This design comes from an exercise in tuning for small area and few clock cycles per item on the open sky130 flow, not from production work.
RTL that was checked went through simulation tests only; none was proved equivalent to the original.
The RTL of run 2 was laid out without a check of its function.
Power and IR drop assume default switching activity.

==> flow/design.v (outline; a module is shown in full before it is edited, if it fits) <==
// module fpu_mul_lopd48: 48 lines
// module fpu_mul_prenorm_pipe: 81 lines
// module fpu_mul_mant_mul: 1523 lines
// module fpu_mul_mant_fin: 25 lines
// module fpu_mul_fa: 4 lines
// module fpu_mul_ha: 4 lines
// module fpu_mul_xn: 3 lines
// module fpu_mul_or: 3 lines
// module fpu_mul_benc: 6 lines
// module fpu_mul_bx: 3 lines
// module fpu_mul_bs2: 4 lines
// module fpu_mul_bs: 3 lines
module fpu_mul_prenorm_pipe #(
  parameter int SIZE_DATA = 8,
  parameter int SIZE_MANT = 24,
  parameter int SIZE_LOPD = 8,
  parameter int BIAS      = 127
) (
  input  logic                   i_clk,
  input  logic                   i_rst_n,
  input  logic                   i_valid,
  output logic                   o_ready,
  input  logic [31:0]            i_data_a,
  input  logic [31:0]            i_data_b,
  output logic                   o_valid,
  input  logic                   i_ready,
  output logic                   o_sign,
  output logic [SIZE_DATA-1:0]   o_data_exp,
  output logic                   o_exp_oor,
  output logic [2*SIZE_MANT-1:0] o_mant_prod,
  output logic                   o_ov_flag,
  output logic                   o_un_flag,
  output logic [SIZE_LOPD-1:0]   o_one_pos,
  output logic                   o_zero_flag
);
  // ...
==> flow/flow/run.sh <==
#!/bin/bash
# The standard layout, except that the port buffers are sky130_fd_sc_hd__buf_1
# cells (resized later by repair as needed) instead of the delay cells
# buffer_ports picks by default, and clock tree synthesis inserts no dummy loads.
set -euo pipefail
bash standard.sh 'BUFFER_PORTS_ARGS=-buffer_cell sky130_fd_sc_hd__buf_1' \
  'CTS_ARGS=-sink_clustering_enable -repair_clock_nets -dont_use_dummy_load -buf_list sky130_fd_sc_hd__clkbuf_8' \
  finish > orfs_make.log 2>&1
==> flow/standard.sh <==
#!/bin/bash
# synth_recipe.tcl (not shown) runs the flow's synth.tcl, then flattens the netlist and writes it again
# the make line also repeats each setting of config.mk as NAME=value (left out here)
make -C /OpenROAD-flow-scripts/flow DESIGN_CONFIG=/design/flow/config.mk WORK_HOME=/design/flow/orfs CLKGATE_MAP_FILE= SYNTH_SCRIPT=/design/flow/synth_recipe.tcl "${@:-finish}"
==> flow/config.mk <==
export PLATFORM = sky130hd
export DESIGN_NAME = fpu_mul_prenorm_pipe
export DESIGN_NICKNAME = fpu_mul_prenorm_pipe
export VERILOG_FILES = /design/flow/design.v
export SDC_FILE = /design/flow/constraint.sdc
export NUM_CORES = 4
export LEC_CHECK = 0
export CAP_MARGIN = 5
export CORE_MARGIN = 2
export CORE_UTILIZATION = 40
export CTS_BUF_LIST = sky130_fd_sc_hd__clkbuf_8
export GPL_TIMING_DRIVEN = 0
export SLEW_MARGIN = 5
export SYNTH_HIERARCHICAL = 1
export SYNTH_MINIMUM_KEEP_SIZE = 0
==> flow/constraint.sdc <==
create_clock -name core_clock -period 8.0 [get_ports {i_clk}]
set_input_delay 1.6000 -clock core_clock [delete_from_list [all_inputs] [get_ports {i_clk}]]
set_output_delay 1.6000 -clock core_clock [all_outputs]
set_load 0.01 [all_outputs]
==> summary.md, run 1 <==
| Metric | Value |
|---|---|
| Total gr overflow | 0 |
| CP top delay family | adder cells |
| Outcome | complete, no violations |
| Hold path endpoint | r_valid |
| Clk sinks | 66 |
| Worst Setup SP | i_data_b[11] |
| DR top layer | met4 |
| NonClk Buf Share | 3.798% |
| Fillers | 3707 |
| F_max | 128.2 MHz |
| Highest-power group | combinational logic |
| XOR/XNOR Fraction of Synth Area | 18.24% |
| Top post-synthesis cells by count | fa_1 (297), a22oi_1 (288), xor2_1 (282) |
| Setup crit end | r_sn[27] |
| Post-synthesis adder-cell area fraction | 40.93% |
| Hold path start | r_valid |
| Reg2Reg Capture Point | r_sn[44] |
| Crit-path max FO | 25 |
| Die height | 202.4 um |
| DRT iter0 DRCs | 1426 |
| Critical path cell sequence | buf_1 > nand2b_1 > o22ai_2 > a22oi_1 > fa_1 > fa_1 > fa_1 > fa_1 > fa_1 > or2_1 > fa_1 > fa_1 > fa_1 > fa_1 |
| Sequential fraction of the synthesis area | 12.55% |
| Switching Share | 49.34% |
| Most frequent cells in the layout | fa_1 (297), a22oi_1 (288), xor2_1 (282) |
| Share of the synthesized area in the top cell type | 37.76% |
| Yosys reg bits | 66 |
| Remaining antenna violation count | 0 |
| Largest family of logic cells by synthesized area | adder cells |
| Row Count | 72 |
| Slowest-stage cell, CP | o22ai_2 |
| Post-DR vias/cell | 5.965 |
| Max reg flops | 48 |
| Rel. slew slack | 5.515% |
| Finished Layout Cells | 2061 |
| Flip-flop and latch count | 66 |
Testbench counts, summed over its fixed seeds: cycles 24,008, items 24,000.
==> module fpu_mul_prenorm_pipe, before the edit <==
module fpu_mul_prenorm_pipe #(
  parameter int SIZE_DATA = 8,
  parameter int SIZE_MANT = 24,
  parameter int SIZE_LOPD = 8,
  parameter int BIAS      = 127
) (
  input  logic                   i_clk,
  input  logic                   i_rst_n,
  input  logic                   i_valid,
  output logic                   o_ready,
  input  logic [31:0]            i_data_a,
  input  logic [31:0]            i_data_b,
  output logic                   o_valid,
  input  logic                   i_ready,
  output logic                   o_sign,
  output logic [SIZE_DATA-1:0]   o_data_exp,
  output logic                   o_exp_oor,
  output logic [2*SIZE_MANT-1:0] o_mant_prod,
  output logic                   o_ov_flag,
  output logic                   o_un_flag,
  output logic [SIZE_LOPD-1:0]   o_one_pos,
  output logic                   o_zero_flag
);
  localparam int FP_W    = fpu_mul_pkg::FP_W;
  localparam int EXP_W   = fpu_mul_pkg::EXP_W;
  localparam int FRAC_W  = fpu_mul_pkg::FRAC_W;
  localparam int NBLK    = 8;
  logic                       a_nz, b_nz;
  logic [EXP_W-1:0]           ea, eb;
  logic [SIZE_MANT-1:0]       ma, mb;
  logic [EXP_W:0]             exp_t;
  logic                       exp_oor;
  logic                       r_valid;
  logic                       r_sign;
  logic [SIZE_DATA-1:0]       r_exp;
  logic                       r_oor;
  logic [2*SIZE_MANT-1:0]     r_sn;
  logic [NBLK-2:0]            r_gn;
  logic [2*SIZE_MANT-1:0]     r_prod;
  logic                       load;
  logic [2*SIZE_MANT-1:0]     mul_sn;
  logic [NBLK-2:0]            mul_gn;
  assign a_nz = |i_data_a[FP_W-2:FRAC_W];
  assign b_nz = |i_data_b[FP_W-2:FRAC_W];
  assign ea   = a_nz ? i_data_a[FP_W-2:FRAC_W] : EXP_W'(1);
  assign eb   = b_nz ? i_data_b[FP_W-2:FRAC_W] : EXP_W'(1);
  assign ma   = {a_nz, i_data_a[FRAC_W-1:0]};
  assign mb   = {b_nz, i_data_b[FRAC_W-1:0]};
  assign exp_t   = {1'b0, ea} + {1'b0, eb} + (EXP_W+1)'(1);
  assign exp_oor = exp_t[EXP_W] ? (exp_t[EXP_W-1] | (&exp_t[EXP_W-2:0]))
                                : (~exp_t[EXP_W-1] | ~(|exp_t[EXP_W-2:0]));
  fpu_mul_mant_mul u_mul (.a(ma), .b(mb), .sn(mul_sn), .gn(mul_gn));
  assign load    = ~r_valid | i_ready;
  assign o_ready = load;
  always_ff @(posedge i_clk or negedge i_rst_n) begin
    if (!i_rst_n) r_valid <= 1'b0;
    else if (load) r_valid <= i_valid;
  end
  always_ff @(posedge i_clk) begin
    if (load && i_valid) begin
      r_sign <= i_data_a[FP_W-1] ^ i_data_b[FP_W-1];
      r_exp  <= {~exp_t[EXP_W-1], exp_t[EXP_W-2:0]};
      r_oor  <= exp_oor;
      r_sn   <= mul_sn;
      r_gn   <= mul_gn;
    end
  end
  fpu_mul_mant_fin u_fin (.sn(r_sn), .gn(r_gn), .p(r_prod));
  fpu_mul_lopd48 #(.SIZE_LOPD(SIZE_LOPD)) u_lopd (
    .prod    (r_prod),
    .one_pos (o_one_pos),
    .zero    (o_zero_flag)
  );
  assign o_valid     = r_valid;
  assign o_sign      = r_sign;
  assign o_data_exp  = r_exp;
  assign o_exp_oor   = r_oor;
  assign o_mant_prod = r_prod;
  assign o_ov_flag   = r_prod[47];
  assign o_un_flag   = ~r_prod[47] & r_prod[46];
endmodule
==> module fpu_mul_mant_fin, before the edit <==
module fpu_mul_mant_fin (
  input  logic [47:0] sn,
  input  logic [6:0] gn,
  output logic [47:0] p
);
  logic [47:0] s;
  logic [7:0] cin;
  assign s = ~sn;
  assign cin[0] = 1'b0;
  assign p[10:0] = s[10:0] + 11'(cin[0]);
  assign cin[1] = ~gn[0] | (cin[0] & (&s[10:0]));
  assign p[17:11] = s[17:11] + 7'(cin[1]);
  assign cin[2] = ~gn[1] | (cin[1] & (&s[17:11]));
  assign p[22:18] = s[22:18] + 5'(cin[2]);
  assign cin[3] = ~gn[2] | (cin[2] & (&s[22:18]));
  assign p[27:23] = s[27:23] + 5'(cin[3]);
  assign cin[4] = ~gn[3] | (cin[3] & (&s[27:23]));
  assign p[32:28] = s[32:28] + 5'(cin[4]);
  assign cin[5] = ~gn[4] | (cin[4] & (&s[32:28]));
  assign p[37:33] = s[37:33] + 5'(cin[5]);
  assign cin[6] = ~gn[5] | (cin[5] & (&s[37:33]));
  assign p[42:38] = s[42:38] + 5'(cin[6]);
  assign cin[7] = ~gn[6] | (cin[6] & (&s[42:38]));
  assign p[47:43] = s[47:43] + 5'(cin[7]);
endmodule
==> run 2, diff against run 1 <==
--- a/flow/design.v
+++ b/flow/design.v
@@ -92,17 +92,17 @@
   output logic                   o_ov_flag,
   output logic                   o_un_flag,
   output logic [SIZE_LOPD-1:0]   o_one_pos,
   output logic                   o_zero_flag
 );
   localparam int FP_W    = fpu_mul_pkg::FP_W;
   localparam int EXP_W   = fpu_mul_pkg::EXP_W;
   localparam int FRAC_W  = fpu_mul_pkg::FRAC_W;
-  localparam int NBLK    = 8;
+  localparam int NBLK    = 7;
   logic                       a_nz, b_nz;
   logic [EXP_W-1:0]           ea, eb;
   logic [SIZE_MANT-1:0]       ma, mb;
   logic [EXP_W:0]             exp_t;
   logic                       exp_oor;
   logic                       r_valid;
   logic                       r_sign;
   logic [SIZE_DATA-1:0]       r_exp;
@@ -151,17 +151,17 @@
   assign o_mant_prod = r_prod;
   assign o_ov_flag   = r_prod[47];
   assign o_un_flag   = ~r_prod[47] & r_prod[46];
 endmodule
 module fpu_mul_mant_mul (
   input  logic [23:0] a,
   input  logic [23:0] b,
   output logic [47:0] sn,
-  output logic [6:0] gn
+  output logic [5:0] gn
 );
   logic [11:0] one, two;
   logic [10:0] neg, negn;
   logic [25:0] u0;
   logic [25:0] u1;
   logic [25:0] u2;
   logic [25:0] u3;
   logic [25:0] u4;
@@ -808,16 +808,17 @@
   logic k621;
   logic k622;
   logic k623;
   logic k624;
   logic k625;
   logic k626;
   logic k627;
   logic k628;
+  logic k629;
   fpu_mul_benc u_e0 (.b({b[1], b[0], 1'b0}), .one(one[0]), .two(two[0]), .neg(neg[0]), .negn(negn[0]));
   fpu_mul_bx u_x0_0 (.a(a[0]), .n(neg[0]), .u(u0[1]));
   fpu_mul_bx u_x0_1 (.a(a[1]), .n(neg[0]), .u(u0[2]));
   fpu_mul_bx u_x0_2 (.a(a[2]), .n(neg[0]), .u(u0[3]));
   fpu_mul_bx u_x0_3 (.a(a[3]), .n(neg[0]), .u(u0[4]));
   fpu_mul_bx u_x0_4 (.a(a[4]), .n(neg[0]), .u(u0[5]));
   fpu_mul_bx u_x0_5 (.a(a[5]), .n(neg[0]), .u(u0[6]));
   fpu_mul_bx u_x0_6 (.a(a[6]), .n(neg[0]), .u(u0[7]));
@@ -1638,72 +1639,69 @@
   fpu_mul_fa u_k602 (.a(c522), .b(s523), .c(k601), .s(sn[15]), .co(k602));
   fpu_mul_fa u_k603 (.a(c524), .b(s525), .c(k602), .s(sn[16]), .co(k603));
   fpu_mul_fa u_gn_1 (.a(c526), .b(s527), .c(k603), .s(sn[17]), .co(gn[1]));
   fpu_mul_xn u_xk604 (.a(c528), .b(s529), .y(sn[18]));
   fpu_mul_or u_k604 (.a(c528), .b(s529), .y(k604));
   fpu_mul_fa u_k605 (.a(c530), .b(s531), .c(k604), .s(sn[19]), .co(k605));
   fpu_mul_fa u_k606 (.a(c532), .b(s533), .c(k605), .s(sn[20]), .co(k606));
   fpu_mul_fa u_k607 (.a(c534), .b(s535), .c(k606), .s(sn[21]), .co(k607));
-  fpu_mul_fa u_gn_2 (.a(c536), .b(s537), .c(k607), .s(sn[22]), .co(gn[2]));
-  fpu_mul_xn u_xk608 (.a(c538), .b(s539), .y(sn[23]));
-  fpu_mul_or u_k608 (.a(c538), .b(s539), .y(k608));
-  fpu_mul_fa u_k609 (.a(c540), .b(s541), .c(k608), .s(sn[24]), .co(k609));
+  fpu_mul_fa u_k608 (.a(c536), .b(s537), .c(k607), .s(sn[22]), .co(k608));
+  fpu_mul_fa u_gn_2 (.a(c538), .b(s539), .c(k608), .s(sn[23]), .co(gn[2]));
+  fpu_mul_xn u_xk609 (.a(c540), .b(s541), .y(sn[24]));
+  fpu_mul_or u_k609 (.a(c540), .b(s541), .y(k609));
   fpu_mul_fa u_k610 (.a(c542), .b(s543), .c(k609), .s(sn[25]), .co(k610));
   fpu_mul_fa u_k611 (.a(c544), .b(s545), .c(k610), .s(sn[26]), .co(k611));
-  fpu_mul_fa u_gn_3 (.a(c546), .b(s547), .c(k611), .s(sn[27]), .co(gn[3]));
-  fpu_mul_xn u_xk612 (.a(c548), .b(s549), .y(sn[28]));
-  fpu_mul_or u_k612 (.a(c548), .b(s549), .y(k612));
-  fpu_mul_fa u_k613 (.a(c550), .b(s551), .c(k612), .s(sn[29]), .co(k613));
-  fpu_mul_fa u_k614 (.a(c552), .b(s553), .c(k613), .s(sn[30]), .co(k614));
+  fpu_mul_fa u_k612 (.a(c546), .b(s547), .c(k611), .s(sn[27]), .co(k612));
+  fpu_mul_fa u_k613 (.a(c548), .b(s549), .c(k612), .s(sn[28]), .co(k613));
+  fpu_mul_fa u_gn_3 (.a(c550), .b(s551), .c(k613), .s(sn[29]), .co(gn[3]));
+  fpu_mul_xn u_xk614 (.a(c552), .b(s553), .y(sn[30]));
+  fpu_mul_or u_k614 (.a(c552), .b(s553), .y(k614));
   fpu_mul_fa u_k615 (.a(c554), .b(s555), .c(k614), .s(sn[31]), .co(k615));
-  fpu_mul_fa u_gn_4 (.a(c556), .b(s557), .c(k615), .s(sn[32]), .co(gn[4]));
-  fpu_mul_xn u_xk616 (.a(c558), .b(s559), .y(sn[33]));
-  fpu_mul_or u_k616 (.a(c558), .b(s559), .y(k616));
-  fpu_mul_fa u_k617 (.a(c560), .b(s561), .c(k616), .s(sn[34]), .co(k617));
-  fpu_mul_fa u_k618 (.a(c562), .b(s563), .c(k617), .s(sn[35]), .co(k618));
-  fpu_mul_fa u_k619 (.a(c564), .b(s565), .c(k618), .s(sn[36]), .co(k619));
-  fpu_mul_fa u_gn_5 (.a(c566), .b(s567), .c(k619), .s(sn[37]), .co(gn[5]));
-  fpu_mul_xn u_xk620 (.a(c568), .b(s569), .y(sn[38]));
-  fpu_mul_or u_k620 (.a(c568), .b(s569), .y(k620));
-  fpu_mul_fa u_k621 (.a(c570), .b(s571), .c(k620), .s(sn[39]), .co(k621));
-  fpu_mul_fa u_k622 (.a(c572), .b(s573), .c(k621), .s(sn[40]), .co(k622));
-  fpu_mul_fa u_k623 (.a(c574), .b(s575), .c(k622), .s(sn[41]), .co(k623));
-  fpu_mul_fa u_gn_6 (.a(c576), .b(s577), .c(k623), .s(sn[42]), .co(gn[6]));
-  fpu_mul_xn u_xk624 (.a(c578), .b(s579), .y(sn[43]));
-  fpu_mul_or u_k624 (.a(c578), .b(s579), .y(k624));
-  fpu_mul_fa u_k625 (.a(c580), .b(s581), .c(k624), .s(sn[44]), .co(k625));
-  fpu_mul_fa u_k626 (.a(c582), .b(s583), .c(k625), .s(sn[45]), .co(k626));
-  fpu_mul_fa u_k627 (.a(c584), .b(s585), .c(k626), .s(sn[46]), .co(k627));
-  fpu_mul_fa u_k628 (.a(c586), .b(s587), .c(k627), .s(sn[47]), .co(k628));
+  fpu_mul_fa u_k616 (.a(c556), .b(s557), .c(k615), .s(sn[32]), .co(k616));
+  fpu_mul_fa u_k617 (.a(c558), .b(s559), .c(k616), .s(sn[33]), .co(k617));
+  fpu_mul_fa u_k618 (.a(c560), .b(s561), .c(k617), .s(sn[34]), .co(k618));
+  fpu_mul_fa u_gn_4 (.a(c562), .b(s563), .c(k618), .s(sn[35]), .co(gn[4]));
+  fpu_mul_xn u_xk619 (.a(c564), .b(s565), .y(sn[36]));
+  fpu_mul_or u_k619 (.a(c564), .b(s565), .y(k619));
+  fpu_mul_fa u_k620 (.a(c566), .b(s567), .c(k619), .s(sn[37]), .co(k620));
+  fpu_mul_fa u_k621 (.a(c568), .b(s569), .c(k620), .s(sn[38]), .co(k621));
+  fpu_mul_fa u_k622 (.a(c570), .b(s571), .c(k621), .s(sn[39]), .co(k622));
+  fpu_mul_fa u_k623 (.a(c572), .b(s573), .c(k622), .s(sn[40]), .co(k623));
+  fpu_mul_fa u_gn_5 (.a(c574), .b(s575), .c(k623), .s(sn[41]), .co(gn[5]));
+  fpu_mul_xn u_xk624 (.a(c576), .b(s577), .y(sn[42]));
+  fpu_mul_or u_k624 (.a(c576), .b(s577), .y(k624));
+  fpu_mul_fa u_k625 (.a(c578), .b(s579), .c(k624), .s(sn[43]), .co(k625));
+  fpu_mul_fa u_k626 (.a(c580), .b(s581), .c(k625), .s(sn[44]), .co(k626));
+  fpu_mul_fa u_k627 (.a(c582), .b(s583), .c(k626), .s(sn[45]), .co(k627));
+  fpu_mul_fa u_k628 (.a(c584), .b(s585), .c(k627), .s(sn[46]), .co(k628));
+  fpu_mul_fa u_k629 (.a(c586), .b(s587), .c(k628), .s(sn[47]), .co(k629));
 endmodule
 module fpu_mul_mant_fin (
   input  logic [47:0] sn,
-  input  logic [6:0] gn,
+  input  logic [5:0] gn,
   output logic [47:0] p
 );
   logic [47:0] s;
-  logic [7:0] cin;
+  logic [6:0] cin;
   assign s = ~sn;
   assign cin[0] = 1'b0;
   assign p[10:0] = s[10:0] + 11'(cin[0]);
   assign cin[1] = ~gn[0] | (cin[0] & (&s[10:0]));
   assign p[17:11] = s[17:11] + 7'(cin[1]);
   assign cin[2] = ~gn[1] | (cin[1] & (&s[17:11]));
-  assign p[22:18] = s[22:18] + 5'(cin[2]);
-  assign cin[3] = ~gn[2] | (cin[2] & (&s[22:18]));
-  assign p[27:23] = s[27:23] + 5'(cin[3]);
-  assign cin[4] = ~gn[3] | (cin[3] & (&s[27:23]));
-  assign p[32:28] = s[32:28] + 5'(cin[4]);
-  assign cin[5] = ~gn[4] | (cin[4] & (&s[32:28]));
-  assign p[37:33] = s[37:33] + 5'(cin[5]);
-  assign cin[6] = ~gn[5] | (cin[5] & (&s[37:33]));
-  assign p[42:38] = s[42:38] + 5'(cin[6]);
-  assign cin[7] = ~gn[6] | (cin[6] & (&s[42:38]));
-  assign p[47:43] = s[47:43] + 5'(cin[7]);
+  assign p[23:18] = s[23:18] + 6'(cin[2]);
+  assign cin[3] = ~gn[2] | (cin[2] & (&s[23:18]));
+  assign p[29:24] = s[29:24] + 6'(cin[3]);
+  assign cin[4] = ~gn[3] | (cin[3] & (&s[29:24]));
+  assign p[35:30] = s[35:30] + 6'(cin[4]);
+  assign cin[5] = ~gn[4] | (cin[4] & (&s[35:30]));
+  assign p[41:36] = s[41:36] + 6'(cin[5]);
+  assign cin[6] = ~gn[5] | (cin[5] & (&s[41:36]));
+  assign p[47:42] = s[47:42] + 6'(cin[6]);
 endmodule
 module fpu_mul_fa (input logic a, input logic b, input logic c, output logic s, output logic co);
   assign s  = a ^ b ^ c;
   assign co = (a & b) | (a & c) | (b & c);
 endmodule
 module fpu_mul_ha (input logic a, input logic b, output logic s, output logic co);
   assign s  = a ^ b;
   assign co = a & b;
==> run 2 against run 1 <==
Worst hold slack better by 0.0029 ns; maximum frequency decreased by 1.7%; via count up 7.6%; combinational power increased by 5.3%; register-to-register slack hardly changed; first-iteration DRC count rose by 32%; routed wire length increased by 12%; sequential power about the same; sequential cell count shrank 1; critical path type unchanged; critical endpoint is now r_sn[35]; largest power group unchanged.
==> summary.md, run 2 <==
| Metric | Value |
|---|---|
| CTS H-tree lvls | 3 |
| WL met1 | 22820 um |
| CP endpoint kind | flip-flop |
| Rel. slew slack | 2.550% (-3.0 points) |
| Final Slew Violations | 0 |
| Reg2Reg Capture Point | r_sn[11] |
| Core area | 38650 um2 |
| Regs by FF count | r_sn: 48 flops, r_exp: 8 flops, r_gn: 6 flops |
| Number of synthesized flops with an enable pin | 64 |
| Post-Synth Simple-Gate Area | 8.048% |
| Row Count | 72 (unchanged) |
| Worst-margin pin slew | 1.462 ns |
| Area growth syn-to-layout | 14.96% |
| F_max | 125.9 MHz (-1.7%) |
| Pre-CTS WS | -0.5850 ns |
| Outcome | complete, no violations |
| Fin area | 18030 um2 |
| First-pass GRT wire length | 78000 um |
| DP Area | 16870 um2 |
| Post-DP HPWL | 36370 um |
| Initial antenna violation count | 1 |
| Yosys reg bits | 65 (-1.5%) |
| Post-synth ARST share | 1.538% |
| Share of cells above drive strength 1 | 11.71% |
| Max Cap Viol | 0 |
| Commonest non-fill, non-tap cell in the layout | fa_1 |
| Power Total | 8.581 mW |
| Leak | 6.500 nW |
| Ant. Diodes | 0 |
| Top cells by area, synth | fa_1 (38%), xor2_1 (16%), a22oi_1 (14%), edfxtp_1 (12%), ha_1 (3.0%) |
| WHS | 0.5440 ns |
| Post-synthesis compound-gate area fraction | 18.07% |
| DR top layer | met5 |
| Data arrival, critical path | 7.99 ns |
| XOR/XNOR Fraction of Synth Area | 18.37% (+0.13 points) |
| Critical path required time | 8.05 ns |
| Dpl cells | 2042 |
| CTS tree | built |
| Post-CTS Hold Buffers | 0 |
| Reg clk slew, reported paths | 0.08 ns |
| Clk latency of the worst-skew pair | 0.34 ns |
| Largest net degree at the start of global routing | 65 |
| Total gr overflow | 0 (unchanged) |
| Die height | 202.0 um (-0.19%) |
| Synthesized area | 15690 um2 |
| Vias in the first global route | 12850 |
| Initial Util | 40.59% |
| Hold Crit Depth | 2 |
| Largest area contributor in the netlist | fa_1 |
| Total track usage | 25.14% |
| Power density cells | 475.9 nW/um2 |
| Drt drc | 0 |
| Die area | 40820 um2 |
| Nets | 2029 |
| Final worst-path cycle share | 99.25% |
| Clk sinks | 65 (-1.5%) |
| R2r worst-path depth | 2 |
| Routed len/inst | 25.69 um |
| Clk root buf | clkbuf_8 |
| Finish-stage setup viols | 0 |
| Port Buffers | 136 |
| Crit-path max FO | 15 (-40%) |
| Post-synth cell types | 63 |
| Mapped Avg Cell Area | 11.34 um2 |
| Total number of vias | 13230 |
| Reg2reg start | r_valid |
| DRT iter0 DRCs | 1886 (+32%) |
| Final hold violation count | 0 |
| Final setup margin | 0.06016 ns |
| Hold path start | r_valid |
| Top-count cell post-synth | fa_1 |
| Min-delay worst type | flip-flop to flip-flop |
| RSZ-0062 raised after global routing | false |
| Sequential fraction of the synthesis area | 12.41% (-0.14 points) |
| Die W | 202.0 um |
| Finished Layout Cells | 2141 (+3.9%) |
| Clock Skew | 0.02621 ns |
| Drt first pass iters | 6 |
| Cts bufs inserted | 9 |
| Setup CP Type | input port to flip-flop |
| DR WL met2 | 24340 um |
| Ys Warns | 12 |
| Max VDD drop | 0.3528 mV |
| R2r setup slk | 6.39 ns |
| Top post-synthesis cells by count | fa_1 (298), a22oi_1 (288), xor2_1 (280) |
| Final wirelength | 55010 um |
| Post-synthesis adder-cell area fraction | 41.06% (+0.13 points) |
| Period minus WS final | 7.940 ns |
| Metal3 WL | 5585 um |
| Multiplexer share of the synthesized area | 0% |
| Share of the synthesized area in the top cell type | 38.03% (+0.28 points) |
| Hold path endpoint | r_valid |
| Remaining antenna violation count | 0 (unchanged) |
| # IOs | 139 |
| Most frequent cells in the layout | fa_1 (298), a22oi_1 (287), xor2_1 (280) |
| Primary FF master, synth | edfxtp_1 |
| CP Launch Type | input port |
| Top reg by flops | r_sn |
| Max reg flops | 48 (unchanged) |
| Post-DR vias/cell | 6.177 (+3.6%) |
| Largest family of logic cells by synthesized area | adder cells |
| RD Place Congestion | 0.8783 |
| Clock buffer depth | 2 |
| Mapped Cells | 1383 |
-- run 2: final cells by class --
cell class                 count  area [um2]
inverter                      52       195.2
clock buffer                   9       123.9
buffer                        20       116.4
multi-input combinational   1273       13810
tap                          518       648.1
timing repair buffer         204        1189
sequential                    65        1947
fill                        3615       20610
-- run 2: report_power, final --
group	leakage (nW)	switching, mW	internal (mW)	total (mW)
sequential	0.618	0.0933	1.10	1.20
clock	0.0647	0.111	0.100	0.211
combinational	5.82	4.10	3.07	7.17
-- run 2: worst max-delay path by stage --
stage / startpoint / end / slack [ns]
after global placement: i_data_b[9] / r_sn[35] / -0.56
after CTS: i_data_b[5] / r_sn[35] / 0.004
final: i_data_a[17] / r_sn[35] / 0.06
after floorplan: i_data_b[1] / r_sn[29] / 0.41
after global routing: i_data_a[7] / r_sn[35] / 0.01
after detailed placement: i_data_b[9] / r_sn[35] / -0.59
-- run 2: what timing repair did --
action,CTS,global route
setup endpoints to repair,4,10
gates cloned,9,13
resized for setup,11,27
pin swaps,1,11
buffers inserted,0,65
-- run 2: critical path: stages --
cell	delay (ns)
buf_1	1.04
xor2_1	0.25
a22oi_1	0.35
fa_1	0.45
fa_1	0.50
fa_1	0.42
fa_1	0.54
fa_1	0.46
or2_1	0.28
fa_1	0.39
fa_1	0.39
fa_1	0.42
fa_1	0.40
fa_1	0.49
-- run 2: logic make-up after synthesis --
logic type                 after synthesis
and+or+nand+nor                        213
other                                    2
adders and majority gates              336
DFF                                     65
AOI/OAI and AO/OA                      366
xor gates and xnor gates               329
buffers and inverters                   72
-- run 2: per-stage QoR --
stage,utilization [%],setup TNS [ns]
after floorplan,-,0
after global placement,43.64,-2.381
after detailed placement,43.65,-2.759
after CTS,44.34,0
after global routing,46.66,0
final,46.66,0
-- run 2: per-layer routing --
metal	global-route usage, %	vias to the layer above
li1	-	5521
met1	35.13	6635
met2	39.73	908
met3	3.821	159
met4	9.139	2
met5	0	-
-- run 2: Yosys stat by module (local to each module, per instance), a selection --
module / area [um2] / flip-flops and latches
fpu_mul_bx: 8.758 / 0
fpu_mul_bs2: 15.01 / 0
fpu_mul_mant_mul: 187.7 / 0
fpu_mul_or: 6.256 / 0
fpu_mul_benc: 52.55 / 0
fpu_mul_mant_fin: 726.9 / 0
fpu_mul_xn: 8.758 / 0
fpu_mul_prenorm_pipe: 2484 / 65
fpu_mul_fa: 20.02 / 0
fpu_mul_ha: 12.51 / 0
fpu_mul_bs: 12.51 / 0

## re-timing with driven ports
How much do the figures lean on ideal ports? The routed layouts below were timed once more, with nothing changed but the port constraints.
Step 1, drivers: a clkbuf_16 drives i_clk and a buf_2 each remaining input, both assumed.
Step 2 times the ports against the registers' clock, not the clock port: input delays grow and output delays shrink by t, the midpoint of the rising clock arrivals with the driver on.
Slacks: ideal / step 1 / step 2; pairs: ideal / step 1.
run | t (ns) | setup WS [ns] | slew at the worst register clock pin (ns)
run 1 | 0.377 | 0.199 / 0.201 / -0.175 | 0.08 / 0.08
run 2 | 0.364 | 0.060 / 0.057 / -0.307 | 0.08 / 0.08
Met with ideal ports but missed after step 2: setup timing in run 1 and run 2. For run 1, which loses most, drivers alone change the setup slack by +0.002 ns; drivers and shift together by -0.374 ns.
